This is an optimization exercise on Yosys and OpenROAD, whose aim is small area, not a production implementation. In this exercise RTL edits were held to simulation tests only and were not proved equivalent to the original. No driver is modelled on the clock port, so clocking that relies on it looks cheaper here than on a real chip. No activity file was given, so power comes from the tool's default toggle rates.

## flow/design.v (module list and top-level ports; edited modules follow where they fit)
// module secure_xfer_engine: 1944 lines
module secure_xfer_engine (
    input  logic        clk,
    input  logic        rst,
    input  logic        wr_valid,
    input  logic [15:0] wr_key,
    input  logic [9:0]  wr_addr,
    input  logic [31:0] wr_data,
    output logic        wr_ready,
    output logic        mem_valid,
    output logic [31:0] mem_data,
    input  logic        mem_ready,
    input  logic        rd_valid,
    input  logic [15:0] rd_key,
    input  logic [9:0]  rd_addr,
    input  logic [31:0] rd_data,
    output logic        rd_ready,
    output logic        reg_valid,
    output logic [31:0] reg_data,
    input  logic        reg_ready,
    output logic        locked,
    output logic [1:0]  key_err,
    output logic [15:0] acc_cnt,
    output logic [15:0] rej_cnt
);
  // ...
==> flow/flow/run.sh <==
#!/bin/bash
# Layout flow: the standard layout (standard.sh) with these changes:
#  - Yosys synth runs without its early "abc -fast" (SYNTH_ARGS=-noabc), so
#    the full-adder extraction sees the adder logic as written;
#  - after synthesis, the logic other than full adders, flip-flops and
#    tie cells is mapped again with an area-oriented ABC script
#    (haprep.py marks the half adders to keep, reopt.tcl maps, fixconst.py
#    handles constant pins); registers keep their cells and names;
#  - the port buffers use the smallest buffer cell;
#  - CTS adds no dummy loads, and its buffers are then downsized where the
#    clock-pin slew allows (cts_downsize.tcl).
set -euo pipefail
export SYNTH_ARGS="-noabc"
export BUFFER_PORTS_ARGS="-buffer_cell sky130_fd_sc_hd__buf_1"
export CTS_ARGS="-sink_clustering_enable -repair_clock_nets -dont_use_dummy_load"
export POST_CTS_TCL=$PWD/flow/cts_downsize.tcl

bash standard.sh synth > standard_synth.log 2>&1

RES=orfs/results/$FLOW_PLATFORM/secure_xfer_engine/base
PLAT=$FLOW_HOME/platforms/$FLOW_PLATFORM
YOSYS=${YOSYS_EXE:-$FLOW_HOME/../tools/install/yosys/bin/yosys}
cp $RES/1_2_yosys.v $RES/1_2_yosys.standard.v
export REOPT_LIB=$PLAT/lib/sky130_fd_sc_hd__tt_025C_1v80.lib
python3 flow/haprep.py $RES/1_2_yosys.standard.v $RES/1_2_yosys.haprep.v > haprep.log 2>&1
export REOPT_IN=$RES/1_2_yosys.haprep.v
export REOPT_OUT=$RES/1_2_yosys.reopt.v
export REOPT_TOP=$FLOW_TOP
export REOPT_ABC="+strash;&get,-n;&deepsyn,-T,30;&put;dch,-f;amap;mfs3,-a;topo;dnsize"
export REOPT_DONT_USE=$(awk '/DONT_USE_CELLS \+=/{f=1} f{for(i=1;i<=NF;i++) if($i ~ /^sky130/) printf "-dont_use %s ", $i} f&&!/\\$/{f=0}' $PLAT/config.mk)
"$YOSYS" -c flow/reopt.tcl > reopt.log 2>&1
python3 flow/fixconst.py $REOPT_OUT $RES/1_2_yosys.v > fixconst.log 2>&1
rm -f $RES/1_synth.odb $RES/1_synth.sdc

bash standard.sh finish > standard_finish.log 2>&1
==> flow/flow/cts_downsize.tcl <==
proc my_worst_ck_slew {} {
  set w 0
  foreach p [get_pins -hierarchical */CLK] {
    set s [get_property $p slew_max]
    if {$s > $w} { set w $s }
  }
  return $w
}
estimate_parasitics -placement
puts "cts_downsize: worst clock-pin slew before [my_worst_ck_slew]"
foreach c [get_cells clkbuf*] {
  set keep [get_property [get_lib_cells -of $c] name]
  if {![string match "*clkbuf_16" $keep]} { continue }
  foreach m {sky130_fd_sc_hd__clkbuf_8 sky130_fd_sc_hd__clkbuf_4 sky130_fd_sc_hd__clkbuf_2} {
    replace_cell $c $m
    estimate_parasitics -placement
    if {[my_worst_ck_slew] > 0.105} {
      replace_cell $c $keep
      estimate_parasitics -placement
      break
    }
    set keep $m
  }
  puts "cts_downsize: [get_name $c] -> $keep"
}
puts "cts_downsize: worst clock-pin slew after [my_worst_ck_slew]"
detailed_placement
check_placement -verbose
==> flow/flow/fixconst.py <==
#!/usr/bin/env python3
"""Post-pass on the re-mapped netlist: the half adders haprep.py marked as
ha_2 go back to ha_1, a full adder with a constant-0 input becomes a half
adder on its other two inputs, and any other constant pin is tied to a tie
cell (sky130 conb_1), as Yosys' hilomap does in ORFS."""
import re
import sys

src, dst = sys.argv[1], sys.argv[2]
text = open(src).read().replace("sky130_fd_sc_hd__ha_2 ", "sky130_fd_sc_hd__ha_1 ")
cell_re = re.compile(r"(\n\s*)(sky130_fd_sc_hd__\w+)(\s+\S+\s*)\((.*?)\);", re.S)
pin_re = re.compile(r"\.(\w+)\(([^()]*)\)")
ZERO = ("1'h0", "1'b0")
ONE = ("1'h1", "1'b1")
nha = 0
need = set()


def fix(m):
    global nha
    lead, typ, name, body = m.groups()
    pins = [(p, n.strip()) for p, n in pin_re.findall(body)]
    d = dict(pins)
    if re.fullmatch(r"sky130_fd_sc_hd__fa_\d+", typ):
        ins = [d["A"], d["B"], d["CIN"]]
        zeros = [x for x in ins if x in ZERO]
        if len(zeros) == 1:
            a, b = [x for x in ins if x not in ZERO]
            nha += 1
            typ = "sky130_fd_sc_hd__ha_1"
            pins = [("A", a), ("B", b), ("COUT", d["COUT"]), ("SUM", d["SUM"])]
    out = []
    for p, n in pins:
        if n in ZERO:
            n = "_tie_lo_"
            need.add("lo")
        elif n in ONE:
            n = "_tie_hi_"
            need.add("hi")
        out.append(f".{p}({n})")
    return f"{lead}{typ}{name}(\n    " + ",\n    ".join(out) + "\n  );"


text = cell_re.sub(fix, text)
if re.search(r"1'[hb][01]", text):
    sys.exit("fixconst: a constant is left outside a cell pin")
add = ""
if need:
    add += "  wire _tie_lo_;\n  wire _tie_hi_;\n"
    add += "  sky130_fd_sc_hd__conb_1 _tie_cell_ (\n    .HI(_tie_hi_),\n    .LO(_tie_lo_)\n  );\n"
i = text.rindex("endmodule")
text = text[:i] + add + text[i:]
open(dst, "w").write(text)
print(f"fixconst: {nha} full adders with a constant 0 made half adders; tie cell: {bool(need)}",
      file=sys.stderr)
==> flow/flow/haprep.py <==
#!/usr/bin/env python3
"""Before the re-mapping: a half adder whose two inputs both come from full
adders is kept as a cell (its type is set to ha_2 here, which reopt.tcl
keeps, and fixconst.py sets back to ha_1); the other half adders are left
for ABC to map with the logic around them."""
import re
import sys

src, dst = sys.argv[1], sys.argv[2]
t = open(src).read()
cells = re.findall(r"(sky130_fd_sc_hd__\w+)\s+(\S+)\s*\((.*?)\);", t, re.S)
drv = {}
for typ, n, b in cells:
    for p, net in re.findall(r"\.(\w+)\(([^()]*)\)", b):
        if p in ("X", "Y", "Q", "COUT", "SUM", "Q_N"):
            drv[net.strip()] = typ
if any(re.fullmatch(r"sky130_fd_sc_hd__ha_2", typ) for typ, _, _ in cells):
    sys.exit("haprep: the netlist already has ha_2 cells")
keep = set()
for typ, n, b in cells:
    if typ != "sky130_fd_sc_hd__ha_1":
        continue
    d = dict((p, net.strip()) for p, net in re.findall(r"\.(\w+)\(([^()]*)\)", b))
    if all(re.fullmatch(r"sky130_fd_sc_hd__fa_\d+", drv.get(d[p], "")) for p in ("A", "B")):
        keep.add(n)


def sub(m):
    return ("sky130_fd_sc_hd__ha_2 " if m.group(2) in keep else m.group(1) + " ") + m.group(2)


t = re.sub(r"(sky130_fd_sc_hd__ha_1)\s+(\S+)", sub, t)
open(dst, "w").write(t)
print(f"haprep: {len(keep)} half adders kept as cells", file=sys.stderr)
==> flow/flow/reopt.tcl <==
# Re-map the combinational logic of the standard synthesis netlist with an
# area-oriented ABC script. Full adders, flip-flops, tie cells and the half
# adders haprep.py marked (as ha_2) are kept as they are (same instances,
# same names); every other cell is expanded to its liberty function and
# mapped again.
yosys read_liberty -ignore_miss_func $::env(REOPT_LIB)
yosys read_verilog $::env(REOPT_IN)
yosys hierarchy -top $::env(REOPT_TOP)
yosys setattr -mod -set keep_hierarchy 1 sky130_fd_sc_hd__fa_* sky130_fd_sc_hd__ha_2 sky130_fd_sc_hd__df* sky130_fd_sc_hd__edf* sky130_fd_sc_hd__conb_1
yosys flatten
yosys opt_clean -purge
yosys abc -script $::env(REOPT_ABC) -liberty $::env(REOPT_LIB) {*}$::env(REOPT_DONT_USE) -D 30000 $::env(REOPT_TOP)
yosys opt_clean -purge
yosys select $::env(REOPT_TOP)
yosys rename -hide w:*.* w:*$*
yosys opt_clean -purge
yosys write_verilog -noattr -noexpr -selected $::env(REOPT_OUT)
==> flow/standard.sh <==
#!/bin/bash
# synth_recipe.tcl (not shown) runs the flow's synth.tcl, then flattens the netlist and writes it again
# the make line also repeats each setting of config.mk as NAME=value (left out here)
make -C /OpenROAD-flow-scripts/flow DESIGN_CONFIG=/design/flow/config.mk WORK_HOME=/design/flow/orfs CLKGATE_MAP_FILE= SYNTH_SCRIPT=/design/flow/synth_recipe.tcl "${@:-finish}"
==> flow/config.mk <==
export PLATFORM = sky130hd
export DESIGN_NAME = secure_xfer_engine
export DESIGN_NICKNAME = secure_xfer_engine
export VERILOG_FILES = /design/flow/design.v
export SDC_FILE = /design/flow/constraint.sdc
export NUM_CORES = 4
export LEC_CHECK = 0
export ABC_AREA = 1
export CAP_MARGIN = 0
export CORE_MARGIN = 2
export CORE_UTILIZATION = 75
export PLACE_DENSITY = 0.85
export SLEW_MARGIN = 0
==> flow/constraint.sdc <==
create_clock -name core_clock -period 30.0 [get_ports {clk}]
set_input_delay 6.0000 -clock core_clock [delete_from_list [all_inputs] [get_ports {clk}]]
set_output_delay 6.0000 -clock core_clock [all_outputs]
set_load 0.01 [all_outputs]
==> reports/qor.csv, run 1 <==
stage;metric;value;unit
min_path;Hold Crit Depth;1;
placement;Post-Place Cells;2329;
pwr;clock-net power;92.2;uW
cells_and_area;fin area;19100;sq um
grt;GRT Total Usage;0.445;
placement;Routability Congestion;0.964;
pwr;PnR Total Power;348;uW
cells_and_area;Area growth, synth to finish;9.49;%
timing;hold_ws;0.533;ns
cells_and_area;clock buffers;9;
timing;fin crit share;0.782;
setup_path;Reg2Reg Setup Slack;26.18;ns
pwr;Pleak;0.00794;uW
timing;Slew Limit Fails;0;
cells_and_area;clk tree area frac;0.00821;
die;n_taps;285;
placement;DP HPWL;40300;microns
timing;minimum clock period;23.46;ns
die;Placement Rows;55;
timing;setup TNS;0;ns
grt;global route hottest layer;met2;
timing;min setup slack post-route;6.54;ns
cells_and_area;Signal buf overhead;0.0571;
cells_and_area;Signal buffers;256;
cells_and_area;share of layout cells above drive strength 1;0.0253;
die;die span in y;156;microns
outcome;status;no timing/DRC/antenna violations;
timing;final hold vios;0;
placement;Place WS;7.25;ns
cells_and_area;Layout Nets;2626;
pwr;Int Power;235;uW
pwr;Logic pwr share;0.224;
==> run 2: changes to the inputs <==
--- a/flow/flow/cts_downsize.tcl
+++ b/flow/flow/cts_downsize.tcl
@@ -11,7 +11,7 @@
 foreach c [get_cells clkbuf*] {
   set keep [get_property [get_lib_cells -of $c] name]
   if {![string match "*clkbuf_16" $keep]} { continue }
-  foreach m {sky130_fd_sc_hd__clkbuf_8 sky130_fd_sc_hd__clkbuf_4 sky130_fd_sc_hd__clkbuf_2} {
+  foreach m {sky130_fd_sc_hd__clkbuf_8 sky130_fd_sc_hd__clkbuf_4} {
     replace_cell $c $m
     estimate_parasitics -placement
     if {[my_worst_ck_slew] > 0.105} {
==> run 2 against run 1 <==
Net effect:
- still clean
- sequential share of layout area stayed put
- first-iteration DRC count stayed put
- flip-flop and latch count did not move
- clock skew unchanged
- utilization unchanged
- critical path depth unchanged
- combinational power is essentially flat
- critical endpoint unchanged
- largest cell class unchanged
==> reports/qor.csv, run 2 <==
stage;metric;value;unit;change
cells_and_area;Layout Nets;2626;;unchanged
setup_path;reg2reg start;locked$_DFF_PP0_;;
setup_path;CP arrival;17.46;ns;
die;Die Wd;156;microns;
timing;Setup-failing EPs final;0;;
synthesis;Syn Area/Cell;9.73;sq um;
clock_network;Clock transition at path regs;0.11;ns;
outcome;status;no timing/DRC/antenna violations;;
timing;final hold vios;0;;unchanged
route;routed len/inst;22.0;microns;
cells_and_area;most common cell after layout, fill and taps aside;nor2_1;;
setup_path;crit end category;primary output;;
clock_network;TritonCTS clock tree;built;;
pwr;Sw Share;0.326;;
synthesis;syn nets;2359;;
pwr;VDD IR max;0.0352;mV;
clock_network;clock sinks;109;;
placement;DP HPWL;40300;microns;unchanged
setup_path;crit path to;mem_data[31];;
timing;fin crit share;0.782;;unchanged
setup_path;CP max FO;29;;
setup_path;Slowest Stage Delay on Critical Path;0.96;ns;
timing;RSZ-0062 raised after global routing;no;;
pwr;switching pwr;114;uW;
pwr;Int Power;235;uW;unchanged
die;Placement Rows;55;;unchanged
grt;grt ovf;0;;
cells_and_area;biggest regs;rd_st: 32 flops, wr_st: 32 flops;;
cells_and_area;Non-Filler Instances;2344;;
setup_path;CP Launch Type;flop;;
route;routed vias;15496;;
setup_path;CP max-delay cell;a21oi_2;;
timing;worst clock skew;0.0284;ns;
synthesis;Ys Warns;1;;
route;DRT Wirelength;51600;microns;
timing;Slew Limit Fails;0;;unchanged
die;Starting Density;0.767;;
setup_path;CP required;24.00;ns;
synthesis;Post-Syn Area;17400;sq um;
setup_path;worst r2r dst;acc_cnt[10]$_DFF_PP0_;;
pwr;proportion of power drawn by flip-flops and latches;0.511;;
timing;setup TNS;0;ns;unchanged
placement;Port Buffers;224;;
timing;hold_ws;0.533;ns;unchanged
timing;Worst-Margin Slew;1.26;ns;
clock_network;worst skew pair latency;0.52;ns;
setup_path;critical path's most frequent cell;fa_1;;
setup_path;Reg2Reg Setup Slack;26.18;ns;about the same
cells_and_area;Area growth, synth to finish;9.49;%;unchanged
die;Core Area;22700;sq um;
pwr;Logic pwr share;0.224;;about the same
setup_path;CP Launch Point;wr_st[0]$_DFFE_PP_;;
synthesis;Mapped Cells;1789;;
route;remaining antenna violation count;0;;
timing;Worst slew margin;0.161;;
grt;initial antenna violation count;6;;
placement;Post-Place Cells;2329;;unchanged
pwr;clock power share;0.265;;
die;DIE AREA;24400;sq um;
timing;Max Clk Rate;42.6;MHz;
route;vias per cell;6.61;;
cells_and_area;commonest non-fill, non-tap cells in the layout;612 x nor2_1, 421 x fa_1, 224 x buf_1;;
placement;Routability Congestion;0.964;;unchanged
timing;minimum clock period;23.46;ns;unchanged
min_path;HP Class;flop to flop;;
setup_path;Reg2Reg Depth;14;;
route;Post-route DRC;0;;
die;die span in y;156;microns;unchanged
grt;largest net degree at the start of global routing;59;;
grt;GRT Total Usage;0.445;;unchanged
route;DRT Pass-1 Iters;8;;
setup_path;CP Depth;49;;
cells_and_area;fillers;1328;;
die;I/O pins;225;;
setup_path;Crit Path Class;flop to primary output;;
grt;global-route wire length before repair;81800;microns;
route;Initial DRC Count;1907;;
pwr;Pleak;0.00794;uW;unchanged
cells_and_area;share of layout cells above drive strength 1;0.0253;;unchanged
pwr;PnR Total Power;348;uW;unchanged
grt;number of global-route vias before repair;16315;;
setup_path;CP Buf/Inv Count;4;;
setup_path;Largest delay share family, worst path;adder cells;;
job;Max-Cap Viols;0;;
pwr;pwr dens;18.3;nW/um^2;
-- run 2: cell counts in the layout (fill, tap and decap cells not counted) --
No cell type changed its count.
-- run 2: final cells by class --
class	count	area, sq um	share of cell area
tap	285	357	0.0187
sequential	109	3050	0.160
clock buffer	9	156	0.00821
timing repair buffer	256	1090	0.0571
antenna	5	12.5	0.000656
multi-input combinational	1566	14000	0.733
inverter	114	428	0.0224
-- run 2: metrics by stage --
stage,util,setup slack [ns],instance area [sq um]
6_report,0.839,6.54,19100
3_3_place_gp,0.831,7.80,18900
3_5_place_dp,0.831,7.25,18900
2_1_floorplan,-,7.93,17400
5_1_grt,0.839,5.86,19100
-- run 2: worst min path at each step --
stage	cells past startpoint	slack, ns	from	endpoint
after floorplan	1	0.47	rd_nz$_DFFE_PP0P_	rd_nz$_DFFE_PP0P_
after global placement	1	0.50	lk_cnt[3]$_DFFE_PP0P_	lk_cnt[3]$_DFFE_PP0P_
after detailed placement	1	0.51	acc_cnt[15]$_DFF_PP0_	acc_cnt[15]$_DFF_PP0_
after global routing	1	0.56	lk_cnt[3]$_DFFE_PP0P_	lk_cnt[3]$_DFFE_PP0P_
final	1	0.53	acc_cnt[15]$_DFF_PP0_	acc_cnt[15]$_DFF_PP0_
-- run 2: layer usage --
layer,share of wire,wire (microns),global-route usage,vias up
met2,0.47,24200,0.691,1195
met5,0,0,0,-
met1,0.34,17800,0.570,7551
met3,0.13,6530,0.150,298
met4,0.060,3080,0.218,0
li1,-,-,-,6452
-- run 2: power groups by stage --
stage                     logic, uW  registers, uW  clock network (uW)
after floorplan                49.3            182                   0
after global placement         72.6            181                   0
after detailed placement       76.5            181                   0
after global routing           87.7            179                95.9
final                          78.2            178                92.2
==> run 3: changes to the inputs <==
--- a/flow/flow/run.sh
+++ b/flow/flow/run.sh
@@ -26,7 +26,7 @@
 export REOPT_IN=$RES/1_2_yosys.haprep.v
 export REOPT_OUT=$RES/1_2_yosys.reopt.v
 export REOPT_TOP=$FLOW_TOP
-export REOPT_ABC="+strash;&get,-n;&deepsyn,-T,30;&put;dch,-f;amap;mfs3,-a;topo;dnsize"
+export REOPT_ABC="+strash;&get,-n;&deepsyn,-T,30;&put;dch,-f;amap;mfs3,-a;mfs3,-a;topo;dnsize"
 export REOPT_DONT_USE=$(awk '/DONT_USE_CELLS \+=/{f=1} f{for(i=1;i<=NF;i++) if($i ~ /^sky130/) printf "-dont_use %s ", $i} f&&!/\\$/{f=0}' $PLAT/config.mk)
 "$YOSYS" -c flow/reopt.tcl > reopt.log 2>&1
 python3 flow/fixconst.py $REOPT_OUT $RES/1_2_yosys.v > fixconst.log 2>&1
--- a/flow/config.mk
+++ b/flow/config.mk
@@ -6,8 +6,8 @@
 export NUM_CORES = 4
 export LEC_CHECK = 0
 export ABC_AREA = 1
-export CAP_MARGIN = 0
+export CAP_MARGIN = 20
 export CORE_MARGIN = 2
 export CORE_UTILIZATION = 75
 export PLACE_DENSITY = 0.85
-export SLEW_MARGIN = 0
+export SLEW_MARGIN = 20
==> run 3 against run 2 <==
Net effect:
- first-iteration DRC count shrank 15%
- global-route usage fell by 0.56 points
- count of clock-buffer cells in the layout unchanged
- utilization down 0.18 points
- die area about the same
- critical endpoint unchanged
- critical path depth is the same
==> reports/qor.csv, run 3 <==
stage;metric;value;unit;change
pwr;Logic pwr share;0.233;;+0.009
setup_path;Reg2Reg Depth;14;;unchanged
setup_path;Crit Path Class;flop to primary output;;
setup_path;reg2reg start;locked$_DFF_PP0_;;
route;remaining antenna violation count;0;;unchanged
setup_path;critical path's most frequent cell;fa_1;;
grt;initial antenna violation count;4;;-2
timing;Slew Limit Fails;0;;unchanged
placement;Routability Congestion;0.938;;-2.7%
timing;worst clock skew;0.0252;ns;-0.00325 ns
route;DRT Pass-1 Iters;6;;-2
timing;Setup-failing EPs final;0;;unchanged
timing;Worst slew margin;0.191;;+0.0297
die;Core Area;22700;sq um;unchanged
placement;Post-Place Cells;2326;;-0.13%
synthesis;Syn Area/Cell;9.73;sq um;about the same
setup_path;CP max FO;29;;unchanged
synthesis;syn nets;2359;;unchanged
setup_path;CP required;24.00;ns;about the same
cells_and_area;most common cell after layout, fill and taps aside;nor2_1;;
clock_network;Clock transition at path regs;0.09;ns;-0.02 ns
pwr;VDD IR max;0.0448;mV;+27%
cells_and_area;commonest non-fill, non-tap cells in the layout;612 x nor2_1, 421 x fa_1, 224 x buf_1;;
die;Placement Rows;55;;unchanged
die;die span in y;156;microns;about the same
route;Post-route DRC;0;;unchanged
grt;number of global-route vias before repair;16040;;-1.7%
pwr;clock power share;0.245;;-0.020
pwr;pwr dens;18.1;nW/um^2;-1.1%
cells_and_area;Area growth, synth to finish;9.29;%;
grt;grt ovf;0;;unchanged
timing;Worst-Margin Slew;1.21;ns;-0.0445 ns
cells_and_area;Non-Filler Instances;2338;;-0.26%
die;Starting Density;0.766;;about the same
min_path;HP Class;flop to flop;;
timing;final hold vios;0;;unchanged
setup_path;CP arrival;17.02;ns;-0.44 ns
synthesis;Post-Syn Area;17400;sq um;about the same
pwr;Pleak;0.00792;uW;-0.27%
pwr;proportion of power drawn by flip-flops and latches;0.521;;+0.010
min_path;Hold Crit Depth;1;;unchanged
grt;largest net degree at the start of global routing;59;;unchanged
pwr;PnR Total Power;344;uW;-1.3%
synthesis;Ys Warns;1;;unchanged
timing;setup TNS;0;ns;unchanged
clock_network;clock sinks;109;;unchanged
cells_and_area;Layout Nets;2622;;-0.15%
timing;RSZ-0062 raised after global routing;no;;
pwr;switching pwr;113;uW;-0.47%
clock_network;worst skew pair latency;0.52;ns;about the same
timing;Max Clk Rate;43.4;MHz;+1.9%
cells_and_area;share of layout cells above drive strength 1;0.0263;;+0.00103
die;DIE AREA;24400;sq um;about the same
timing;hold_ws;0.516;ns;-0.0163 ns
setup_path;Slowest Stage Delay on Critical Path;0.82;ns;-0.14 ns
pwr;Sw Share;0.329;;+0.00266
timing;minimum clock period;23.02;ns;-0.433 ns
route;vias per cell;6.52;;-1.3%
grt;global-route wire length before repair;80900;microns;-1.1%
setup_path;CP Launch Type;flop;;
outcome;status;no timing/DRC/antenna violations;;
pwr;Int Power;231;uW;-1.7%
route;Initial DRC Count;1624;;-15%
placement;Port Buffers;224;;unchanged
setup_path;CP Launch Point;wr_st[0]$_DFFE_PP_;;
cells_and_area;biggest regs;rd_st: 32 flops, wr_st: 32 flops;;
job;Max-Cap Viols;0;;unchanged
setup_path;crit end category;primary output;;
die;I/O pins;225;;unchanged
min_path;Worst Hold Launch;lk_cnt[3]$_DFFE_PP0P_;;
timing;fin crit share;0.767;;-0.0144
grt;GRT Total Usage;0.439;;-0.00555
die;Die Wd;156;microns;about the same
route;DRT Wirelength;51100;microns;-0.89%
placement;DP HPWL;39400;microns;-2.1%
clock_network;TritonCTS clock tree;built;;
route;routed len/inst;21.9;microns;-0.63%
synthesis;Mapped Cells;1789;;unchanged
setup_path;CP max-delay cell;o21a_1;;
route;routed vias;15248;;-1.6%
-- run 3: path summary, 6_finish.rpt --
path,endpoint,slack (ns)
max,mem_data[31],6.98
min,lk_cnt[3]$_DFFE_PP0P_,0.52
min reg2reg,lk_cnt[3]$_DFFE_PP0P_,0.52
max reg2reg,acc_cnt[3]$_DFF_PP0_,26.11
min in group asynchronous,acc_cnt[11]$_DFF_PP0_,5.58
max in group asynchronous,key_err[1]$_DFF_PP0_,23.94
-- run 3: critical path: cells and delay by family (launching register included) --
family,cells,cell delay (ns)
flops,1,0.37
buf+inv,4,0.66
xor+xnor,3,0.64
compound gates,5,1.49
fa+ha+maj,26,11.83
simple gates,11,1.51
-- run 3: stage by stage --
stage	util	worst slack [ns]	area (sq um)
floorplan	-	7.93	17400
global placement	0.830	7.83	18900
detailed placement	0.831	7.36	18900
global route	0.838	6.15	19000
finish	0.838	6.98	19000
-- run 3: cell type report --
type,instances,area [sq um]
inverter,114,429
sequential,109,3050
antenna,3,7.51
tap,285,357
fill,1315,3690
clock buffer,9,140
timing repair buffer,252,1050
multi-input combinational,1566,14000
-- run 3: power groups by stage --
stage	Sequential, uW	Clock, uW	Combinational [uW]
finish	179	84.4	80.3
global route	180	87.3	89.4
detailed placement	182	0	78.6
global placement	181	0	73.5
floorplan	183	0	49.0
-- run 3: routing by layer --
layer | track usage | wire (microns) | vias to the layer above
li1 | - | - | 6426
met1 | 0.555 | 17300 | 7384
met2 | 0.687 | 24100 | 1188
met3 | 0.149 | 7060 | 248
met4 | 0.218 | 2680 | 2
met5 | 0 | 13 | -

==> what the ideal ports hide <==
The flow's constraints put no driver on any port. The routed layouts listed below were extracted and timed again, unchanged, in two steps.
Step 1 sets driving cells, clkbuf_16 on the clock port and buf_2 on the other inputs (assumed; they add their load-dependent delay and slew).
Step 2 adds t to the input delays and takes it off the output delays; t is the mean of the earliest and latest rising clock arrival at the registers after step 1. Input paths then give back, and output paths get back, about the clock's delay inside the block.
a / b / c = ideal / step 1 / step 2; a / b = the first two.
run | t, ns | setup WS [ns] | latest minus earliest clock arrival (ns) | worst data-port slew with drivers (ns)
run 1 | 0.548 | 6.542 / 6.497 / 7.044 | 0.028 / 0.029 | 0.11
run 2 | 0.548 | 6.542 / 6.497 / 7.044 | 0.028 / 0.029 | 0.11
run 3 | 0.550 | 6.975 / 6.930 / 7.480 | 0.026 / 0.026 | 0.09
After both steps every run listed still meets setup and hold.
